This design comes from an exercise in tuning for small area, a short achievable clock period and few clock cycles per item on the open sky130 flow, not from production work.
Only simulation tests tie the RTL to the original design; equivalence was not proved.
Power and IR drop assume default switching activity.

==> build 67 <==
==> flow/design.v <==
`default_nettype none
package pifo_pkg;
    localparam int RANK_W    = 4;
    localparam int PAYLOAD_W = 8;
    localparam int CAPACITY  = 126;
    localparam int POS_W     = 7;             
    localparam int NRANK     = 15;            
    typedef logic [RANK_W-1:0]    rank_t;      
    typedef logic [PAYLOAD_W-1:0] payload_t;
    typedef logic [POS_W-1:0]     pos_t;
endpackage
`default_nettype wire
`timescale 1ns/100ps
`default_nettype none
module pifo_host_port (
    input  wire                 i_clk,
    input  wire                 i_arst_n,
    input  wire                 i_push,
    input  wire                 i_pop,
    input  pifo_pkg::pos_t      i_count,      
    output logic                o_ready,
    output logic                o_full,
    output logic                o_empty,
    output logic                o_push_acc,
    output logic                o_pop_acc
);
    localparam int PW = pifo_pkg::POS_W;
    logic nonempty_q;
    assign o_ready = 1'b1;                
    assign o_empty = ~nonempty_q;
    assign o_pop_acc  = i_pop & nonempty_q;
    assign o_push_acc = i_push & ~i_pop & ~o_full;
    always_ff @(posedge i_clk or negedge i_arst_n) begin
        if (!i_arst_n) begin
            o_full     <= 1'b0;
            nonempty_q <= 1'b0;
        end else if (o_pop_acc) begin
            o_full     <= 1'b0;
            nonempty_q <= (i_count != PW'(1));
        end else if (o_push_acc) begin
            o_full     <= (i_count == PW'(pifo_pkg::CAPACITY - 1));
            nonempty_q <= 1'b1;
        end
    end
endmodule
`default_nettype wire
`timescale 1ns/100ps
`default_nettype none
module pifo_level_ram (
    input  wire                 i_clk,
    input  wire                 i_pop,
    input  wire [15:0]          i_hi_lt,    
    input  wire [15:0]          i_hi_eq,    
    input  wire [7:0]           i_lo_le,    
    input  wire [7:0]           i_lo_eq,    
    input  pifo_pkg::payload_t  i_payload,
    output pifo_pkg::payload_t  o_head
);
    localparam int N  = pifo_pkg::CAPACITY;
    localparam int DW = pifo_pkg::PAYLOAD_W;
    logic [N*DW-1:0] mem_q;
    for (genvar i = 0; i < N; i++) begin : g_ent
        localparam int H = (i + 1) / 8;
        localparam int L = (i + 1) % 8;
        logic [DW-1:0] up;     
        logic [DW-1:0] down;   
        logic          lo_lt;  
        if (L == 0) begin : g_l0
            assign lo_lt = 1'b0;
        end else begin : g_ln
            assign lo_lt = i_lo_le[L-1];
        end
        if (i == 0) begin : g_first
            assign up = i_payload;
        end else begin : g_mid
            assign up = mem_q[(i-1)*DW +: DW];
        end
        if (i == N - 1) begin : g_last
            assign down = mem_q[i*DW +: DW];
        end else begin : g_inner
            assign down = mem_q[(i+1)*DW +: DW];
        end
        logic          sel_hold;    
        logic          sel_up;      
        logic          sel_in;      
        logic [DW-1:0] d;
        assign sel_up   = i_hi_lt[H] | (i_hi_eq[H] & lo_lt);
        assign sel_in   = i_hi_eq[H] & i_lo_eq[L];
        assign sel_hold = ~(i_pop | i_hi_lt[H] | (i_hi_eq[H] & i_lo_le[L]));
        assign d = ({DW{sel_hold}} & mem_q[i*DW +: DW])
                 | ({DW{i_pop}}    & down)
                 | ({DW{sel_up}}   & up)
                 | ({DW{sel_in}}   & i_payload);
        always_ff @(posedge i_clk)
            mem_q[i*DW +: DW] <= d;
    end
    assign o_head = mem_q[DW-1:0];
endmodule
`default_nettype wire
`timescale 1ns/100ps
`default_nettype none
module pifo_level (
    input  wire                 i_clk,
    input  wire                 i_arst_n,
    input  wire                 i_push,
    input  wire                 i_pop,
    input  pifo_pkg::rank_t     i_rank,
    output pifo_pkg::pos_t      o_count,      
    output pifo_pkg::rank_t     o_min_rank,   
    input  wire                 i_push_q,
    input  wire [pifo_pkg::NRANK-1:0] i_rank_oh_q,   
    output logic [15:0]         o_hi_lt,      
    output logic [15:0]         o_hi_eq,      
    output logic [7:0]          o_lo_le,      
    output logic [7:0]          o_lo_eq       
);
    localparam int PW = pifo_pkg::POS_W;
    localparam int NR = pifo_pkg::NRANK;
    logic [NR*PW-1:0] bnd_q;
    logic [NR-1:0]    nz;
    logic [PW-1:0]    pos;        
    for (genvar k = 0; k < NR; k++) begin : g_bnd
        logic [PW-1:0] b;
        logic [PW-1:0] ones;      
        logic [PW-1:0] zeros;     
        logic          inc;
        logic          dec;
        assign b     = bnd_q[k*PW +: PW];
        assign nz[k] = (b != '0);
        assign inc   = i_push & (i_rank <= pifo_pkg::RANK_W'(k));
        assign dec   = i_pop & nz[k];
        assign ones[0]  = 1'b1;
        assign zeros[0] = 1'b1;
        for (genvar j = 1; j < PW; j++) begin : g_carry
            assign ones[j]  = ones[j-1] & b[j-1];
            assign zeros[j] = zeros[j-1] & ~b[j-1];
        end
        always_ff @(posedge i_clk or negedge i_arst_n) begin
            if (!i_arst_n)
                bnd_q[k*PW +: PW] <= '0;
            else
                bnd_q[k*PW +: PW] <= b ^ (({PW{inc}} & ones) | ({PW{dec}} & zeros));
        end
    end
    assign o_count = bnd_q[(NR-1)*PW +: PW];
    always_comb begin
        o_min_rank = pifo_pkg::RANK_W'(NR);
        for (int k = NR - 1; k >= 0; k--)
            if (nz[k])
                o_min_rank = pifo_pkg::RANK_W'(k);
    end
    always_comb begin
        pos = '0;
        for (int k = 0; k < NR; k++)
            pos = pos | ({PW{i_rank_oh_q[k]}} & bnd_q[k*PW +: PW]);
    end
    always_ff @(posedge i_clk) begin
        for (int h = 0; h < 16; h++) begin
            o_hi_lt[h] <= i_push_q & (pos[6:3] < 4'(h));
            o_hi_eq[h] <= i_push_q & (pos[6:3] == 4'(h));
        end
        for (int l = 0; l < 8; l++) begin
            o_lo_le[l] <= (pos[2:0] <= 3'(l));
            o_lo_eq[l] <= (pos[2:0] == 3'(l));
        end
    end
endmodule
`default_nettype wire
`timescale 1ns/100ps
`default_nettype none
module pifo_pop_out (
    input  wire                 i_clk,
    input  wire                 i_arst_n,
    input  wire                 i_capture,
    input  pifo_pkg::rank_t     i_rank,
    input  pifo_pkg::payload_t  i_payload,
    output logic                o_pop_valid,
    output pifo_pkg::rank_t     o_pop_rank,
    output pifo_pkg::payload_t  o_pop_payload
);
    always_ff @(posedge i_clk or negedge i_arst_n) begin
        if (!i_arst_n)
            o_pop_valid <= 1'b0;
        else
            o_pop_valid <= i_capture;
    end
    always_ff @(posedge i_clk) begin
        o_pop_rank    <= i_rank;
        o_pop_payload <= i_payload;
    end
endmodule
`default_nettype wire
`timescale 1ns/100ps
`default_nettype none
module pifo_top (
    input  wire                 i_clk,
    input  wire                 i_arst_n,
    input  wire                 i_push,
    input  wire                 i_pop,
    input  pifo_pkg::rank_t     i_rank,
    input  pifo_pkg::payload_t  i_payload,
    output logic                o_ready,
    output logic                o_full,
    output logic                o_empty,
    output logic                o_pop_valid,
    output pifo_pkg::rank_t     o_pop_rank,
    output pifo_pkg::payload_t  o_pop_payload
);
    logic                 push_acc;
    logic                 pop_acc;
    pifo_pkg::pos_t       count;
    pifo_pkg::rank_t      min_rank;
    pifo_pkg::payload_t   head;
    logic [15:0]          hi_lt;
    logic [15:0]          hi_eq;
    logic [7:0]           lo_le;
    logic [7:0]           lo_eq;
    logic                 s1_push;
    logic                 s1_pop;
    logic [pifo_pkg::NRANK-1:0] s1_rank_oh;   
    pifo_pkg::rank_t      s1_pop_rank;    
    pifo_pkg::payload_t   s1_payload;
    logic                 s2_pop;
    pifo_pkg::rank_t      s2_pop_rank;
    pifo_pkg::payload_t   s2_payload;
    pifo_host_port i_host_port (
        .i_clk      (i_clk),
        .i_arst_n   (i_arst_n),
        .i_push     (i_push),
        .i_pop      (i_pop),
        .i_count    (count),
        .o_ready    (o_ready),
        .o_full     (o_full),
        .o_empty    (o_empty),
        .o_push_acc (push_acc),
        .o_pop_acc  (pop_acc)
    );
    pifo_level i_bounds (
        .i_clk      (i_clk),
        .i_arst_n   (i_arst_n),
        .i_push     (push_acc),
        .i_pop      (pop_acc),
        .i_rank     (i_rank),
        .o_count    (count),
        .o_min_rank (min_rank),
        .i_push_q   (s1_push),
        .i_rank_oh_q(s1_rank_oh),
        .o_hi_lt    (hi_lt),
        .o_hi_eq    (hi_eq),
        .o_lo_le    (lo_le),
        .o_lo_eq    (lo_eq)
    );
    always_ff @(posedge i_clk or negedge i_arst_n) begin
        if (!i_arst_n) begin
            s1_pop <= 1'b0;
            s2_pop <= 1'b0;
        end else begin
            s1_pop <= pop_acc;
            s2_pop <= s1_pop;
        end
    end
    always_ff @(posedge i_clk) begin
        s1_push     <= push_acc;
        for (int k = 0; k < pifo_pkg::NRANK; k++)
            s1_rank_oh[k] <= (i_rank == pifo_pkg::RANK_W'(k));
        s1_pop_rank <= min_rank;
        s1_payload  <= i_payload;
        s2_pop_rank <= s1_pop_rank;
        s2_payload  <= s1_payload;
    end
    pifo_level_ram i_array (
        .i_clk     (i_clk),
        .i_pop     (s2_pop),
        .i_hi_lt   (hi_lt),
        .i_hi_eq   (hi_eq),
        .i_lo_le   (lo_le),
        .i_lo_eq   (lo_eq),
        .i_payload (s2_payload),
        .o_head    (head)
    );
    pifo_pop_out i_pop_out (
        .i_clk         (i_clk),
        .i_arst_n      (i_arst_n),
        .i_capture     (s2_pop),
        .i_rank        (s2_pop_rank),
        .i_payload     (head),
        .o_pop_valid   (o_pop_valid),
        .o_pop_rank    (o_pop_rank),
        .o_pop_payload (o_pop_payload)
    );
endmodule
`default_nettype wire
==> flow/run.sh <==
#!/bin/bash
# synth_recipe.tcl (not shown) runs the flow's synth.tcl, then flattens the netlist and writes it again
# the make line also repeats each setting of config.mk as NAME=value (left out here)
make -C /OpenROAD-flow-scripts/flow DESIGN_CONFIG=/design/flow/config.mk WORK_HOME=/design/flow/orfs CLKGATE_MAP_FILE= SYNTH_SCRIPT=/design/flow/synth_recipe.tcl finish
==> flow/config.mk <==
export PLATFORM = sky130hd
export DESIGN_NAME = pifo_top
export DESIGN_NICKNAME = pifo_top
export VERILOG_FILES = /design/flow/design.v
export SDC_FILE = /design/flow/constraint.sdc
export NUM_CORES = 4
export LEC_CHECK = 0
export CAP_MARGIN = 20
export CELL_PAD_IN_SITES_DETAIL_PLACEMENT = 1
export CORE_MARGIN = 2
export CORE_UTILIZATION = 40
export PLACE_DENSITY = 0.5
export SETUP_SLACK_MARGIN = 4.45
export SLEW_MARGIN = 20
==> flow/constraint.sdc <==
create_clock -name core_clock -period 7.0 [get_ports {i_clk}]
set_input_delay 1.4000 -clock core_clock [delete_from_list [all_inputs] [get_ports {i_clk}]]
set_output_delay 1.4000 -clock core_clock [all_outputs]
set_load 0.01 [all_outputs]
==> build 34: changes against build 67 <==
==> flow/design.v, changed modules only <==
module pifo_host_port (
    input  wire                 i_clk,
    input  wire                 i_arst_n,
    input  wire                 i_push,
    input  wire                 i_pop,
    input  pifo_pkg::pos_t      i_count,      
    output logic                o_ready,
    output logic                o_full,
    output logic                o_empty,
    output logic                o_push_acc,
    output logic                o_pop_acc
);
    localparam int PW = pifo_pkg::POS_W;
    logic full_q;
    logic empty_q;
    logic full_d;
    logic empty_d;
    assign o_ready = 1'b1;                
    assign o_pop_acc  = i_pop & ~empty_q;
    assign o_push_acc = i_push & ~i_pop & ~full_q;
    always_comb begin
        full_d  = full_q;
        empty_d = empty_q;
        if (o_pop_acc) begin
            full_d  = 1'b0;
            empty_d = (i_count == PW'(1));
        end else if (o_push_acc) begin
            full_d  = (i_count == PW'(pifo_pkg::CAPACITY - 1));
            empty_d = 1'b0;
        end
    end
    always_ff @(posedge i_clk or negedge i_arst_n) begin
        if (!i_arst_n) begin
            full_q  <= 1'b0;
            empty_q <= 1'b1;
        end else begin
            full_q  <= full_d;
            empty_q <= empty_d;
        end
    end
    always_ff @(posedge i_clk) begin
        o_full  <= i_arst_n & full_d;
        o_empty <= ~i_arst_n | empty_d;
    end
endmodule
module pifo_level_ram (
    input  wire                 i_clk,
    input  wire                 i_pop,
    input  wire [15:0]          i_hi_lt,    
    input  wire [15:0]          i_hi_eq,    
    input  wire [7:0]           i_lo_le,    
    input  wire [7:0]           i_lo_eq,    
    input  pifo_pkg::payload_t  i_payload,
    output pifo_pkg::payload_t  o_head
);
    localparam int N  = pifo_pkg::CAPACITY;
    localparam int DW = pifo_pkg::PAYLOAD_W;
    logic [N*DW-1:0] mem_q;
    for (genvar i = 0; i < N; i++) begin : g_ent
        localparam int H = i / 8;
        localparam int L = i % 8;
        logic [DW-1:0] up;     
        logic [DW-1:0] down;   
        logic          lo_lt;  
        if (L == 0) begin : g_l0
            assign lo_lt = 1'b0;
        end else begin : g_ln
            assign lo_lt = i_lo_le[L-1];
        end
        if (i == 0) begin : g_first
            assign up = i_payload;
        end else begin : g_mid
            assign up = mem_q[(i-1)*DW +: DW];
        end
        if (i == N - 1) begin : g_last
            assign down = mem_q[i*DW +: DW];
        end else begin : g_inner
            assign down = mem_q[(i+1)*DW +: DW];
        end
        logic          sel_hold;    
        logic          sel_up;      
        logic          sel_in;      
        logic [DW-1:0] d;
        assign sel_up   = i_hi_lt[H] | (i_hi_eq[H] & lo_lt);
        assign sel_in   = i_hi_eq[H] & i_lo_eq[L];
        assign sel_hold = ~(i_pop | i_hi_lt[H] | (i_hi_eq[H] & i_lo_le[L]));
        assign d = (~{DW{sel_hold}} | mem_q[i*DW +: DW])
                 & (~{DW{i_pop}}    | down)
                 & (~{DW{sel_up}}   | up)
                 & (~{DW{sel_in}}   | i_payload);
        always_ff @(posedge i_clk)
            mem_q[i*DW +: DW] <= d;
    end
    assign o_head = mem_q[DW-1:0];
endmodule
module pifo_level (
    input  wire                 i_clk,
    input  wire                 i_arst_n,
    input  wire                 i_push,
    input  wire                 i_pop,
    input  pifo_pkg::rank_t     i_rank,
    output pifo_pkg::pos_t      o_count,      
    output pifo_pkg::rank_t     o_min_rank,   
    output logic [15:0]         o_hi_lt,      
    output logic [15:0]         o_hi_eq,      
    output logic [7:0]          o_lo_le,      
    output logic [7:0]          o_lo_eq       
);
    localparam int PW = pifo_pkg::POS_W;
    localparam int NR = pifo_pkg::NRANK;
    logic [NR*PW-1:0] bnd_q;
    logic [NR-1:0]    nz;
    logic [NR-1:0]    rank_oh;
    logic [PW-1:0]    pos;        
    for (genvar k = 0; k < NR; k++) begin : g_bnd
        logic [PW-1:0] b;
        logic [PW-1:0] ones;      
        logic [PW-1:0] zeros;     
        logic          inc;
        logic          dec;
        assign b     = bnd_q[k*PW +: PW];
        assign nz[k] = (b != '0);
        assign inc   = i_push & (i_rank <= pifo_pkg::RANK_W'(k));
        assign dec   = i_pop & nz[k];
        assign ones[0]  = 1'b1;
        assign zeros[0] = 1'b1;
        for (genvar j = 1; j < PW; j++) begin : g_carry
            assign ones[j]  = ones[j-1] & b[j-1];
            assign zeros[j] = zeros[j-1] & ~b[j-1];
        end
        always_ff @(posedge i_clk or negedge i_arst_n) begin
            if (!i_arst_n)
                bnd_q[k*PW +: PW] <= '0;
            else
                bnd_q[k*PW +: PW] <= b ^ (({PW{inc}} & ones) | ({PW{dec}} & zeros));
        end
    end
    assign o_count = bnd_q[(NR-1)*PW +: PW];
    always_comb begin
        o_min_rank = pifo_pkg::RANK_W'(NR);
        for (int k = NR - 1; k >= 0; k--)
            if (nz[k])
                o_min_rank = pifo_pkg::RANK_W'(k);
    end
    always_comb begin
        pos = '0;
        for (int k = 0; k < NR; k++) begin
            rank_oh[k] = (i_rank == pifo_pkg::RANK_W'(k));
            pos = pos | ({PW{rank_oh[k]}} & bnd_q[k*PW +: PW]);
        end
    end
    always_ff @(posedge i_clk) begin
        for (int h = 0; h < 16; h++) begin
            o_hi_lt[h] <= i_push & (pos[6:3] < 4'(h));
            o_hi_eq[h] <= i_push & (pos[6:3] == 4'(h));
        end
        for (int l = 0; l < 8; l++) begin
            o_lo_le[l] <= (pos[2:0] <= 3'(l));
            o_lo_eq[l] <= (pos[2:0] == 3'(l));
        end
    end
endmodule
module pifo_pop_out (
    input  wire                 i_clk,
    input  wire                 i_arst_n,
    input  wire                 i_capture,
    input  pifo_pkg::rank_t     i_rank,
    input  pifo_pkg::payload_t  i_payload,
    output logic                o_pop_valid,
    output pifo_pkg::rank_t     o_pop_rank,
    output pifo_pkg::payload_t  o_pop_payload
);
    always_ff @(posedge i_clk) begin
        o_pop_valid   <= i_arst_n & i_capture;
        o_pop_rank    <= i_rank;
        o_pop_payload <= i_payload;
    end
endmodule
module pifo_top (
    input  wire                 i_clk,
    input  wire                 i_arst_n,
    input  wire                 i_push,
    input  wire                 i_pop,
    input  pifo_pkg::rank_t     i_rank,
    input  pifo_pkg::payload_t  i_payload,
    output logic                o_ready,
    output logic                o_full,
    output logic                o_empty,
    output logic                o_pop_valid,
    output pifo_pkg::rank_t     o_pop_rank,
    output pifo_pkg::payload_t  o_pop_payload
);
    logic                 push_acc;
    logic                 pop_acc;
    pifo_pkg::pos_t       count;
    pifo_pkg::rank_t      min_rank;
    pifo_pkg::payload_t   head;
    logic [15:0]          hi_lt;
    logic [15:0]          hi_eq;
    logic [7:0]           lo_le;
    logic [7:0]           lo_eq;
    logic                 s1_pop;
    pifo_pkg::rank_t      s1_pop_rank;    
    pifo_pkg::payload_t   s1_payload;
    pifo_host_port i_host_port (
        .i_clk      (i_clk),
        .i_arst_n   (i_arst_n),
        .i_push     (i_push),
        .i_pop      (i_pop),
        .i_count    (count),
        .o_ready    (o_ready),
        .o_full     (o_full),
        .o_empty    (o_empty),
        .o_push_acc (push_acc),
        .o_pop_acc  (pop_acc)
    );
    pifo_level i_bounds (
        .i_clk      (i_clk),
        .i_arst_n   (i_arst_n),
        .i_push     (push_acc),
        .i_pop      (pop_acc),
        .i_rank     (i_rank),
        .o_count    (count),
        .o_min_rank (min_rank),
        .o_hi_lt    (hi_lt),
        .o_hi_eq    (hi_eq),
        .o_lo_le    (lo_le),
        .o_lo_eq    (lo_eq)
    );
    always_ff @(posedge i_clk or negedge i_arst_n) begin
        if (!i_arst_n)
            s1_pop <= 1'b0;
        else
            s1_pop <= pop_acc;
    end
    always_ff @(posedge i_clk) begin
        s1_pop_rank <= min_rank;
        s1_payload  <= i_payload;
    end
    pifo_level_ram i_array (
        .i_clk     (i_clk),
        .i_pop     (s1_pop),
        .i_hi_lt   (hi_lt),
        .i_hi_eq   (hi_eq),
        .i_lo_le   (lo_le),
        .i_lo_eq   (lo_eq),
        .i_payload (s1_payload),
        .o_head    (head)
    );
    pifo_pop_out i_pop_out (
        .i_clk         (i_clk),
        .i_arst_n      (i_arst_n),
        .i_capture     (s1_pop),
        .i_rank        (s1_pop_rank),
        .i_payload     (head),
        .o_pop_valid   (o_pop_valid),
        .o_pop_rank    (o_pop_rank),
        .o_pop_payload (o_pop_payload)
    );
endmodule
--- a/flow/config.mk
+++ b/flow/config.mk
@@ -6,9 +6,12 @@
 export NUM_CORES = 4
 export LEC_CHECK = 0
+export ABC_AREA = 1
 export CAP_MARGIN = 20
 export CELL_PAD_IN_SITES_DETAIL_PLACEMENT = 1
 export CORE_MARGIN = 2
-export CORE_UTILIZATION = 40
-export PLACE_DENSITY = 0.5
-export SETUP_SLACK_MARGIN = 4.45
+export CORE_UTILIZATION = 50
+export CTS_CLUSTER_DIAMETER = 80
+export CTS_CLUSTER_SIZE = 20
+export PLACE_DENSITY = 0.58
+export SETUP_SLACK_MARGIN = 4.5
 export SLEW_MARGIN = 20
==> summary.txt <==
inverters 172; Global Route Usage Sum 32.3%; M1 GR Usage 44.2%; Seq pwr share 54.2%; status finished clean; Max VDD drop 0.245 mV; diode count 1
The numbers above come from build 34.

==> summary.txt <==
Global Route Usage Sum 25.9%; diode count 2; status finished clean; inverters 23
The numbers above come from build 67.

Testbench counts of build 67, summed over its fixed seeds: cycles 48,016, ops 48,000.
Testbench counts of build 34, summed over its fixed seeds: cycles 48,009, ops 48,000.

==> re-timing with driven ports <==
Ports are ideal in the flow. The routed layouts listed here were re-timed in OpenROAD.
Step 1: set_driving_cell puts a clkbuf_16 on i_clk and a buf_2 on each other input, an assumption about the parent block.
Step 2, shift: input delay + t, output delay - t, t = (earliest + latest rising clock arrival at the registers) / 2. This alone moves slack from input paths to output paths.
Three values: ideal ports, drivers, drivers and shift; two values: the first two.
run	t (ns)	setup WS [ns]	worst data-port slew with drivers (ns)
build 67	0.847	4.279 / 4.198 / 3.719	0.04
build 34	0.738	4.487 / 4.407 / 3.822	0.05
After both steps every run listed still meets setup and hold. The setup slack of build 34, which loses most, moves by -0.080 ns with the drivers and by -0.665 ns with both steps.
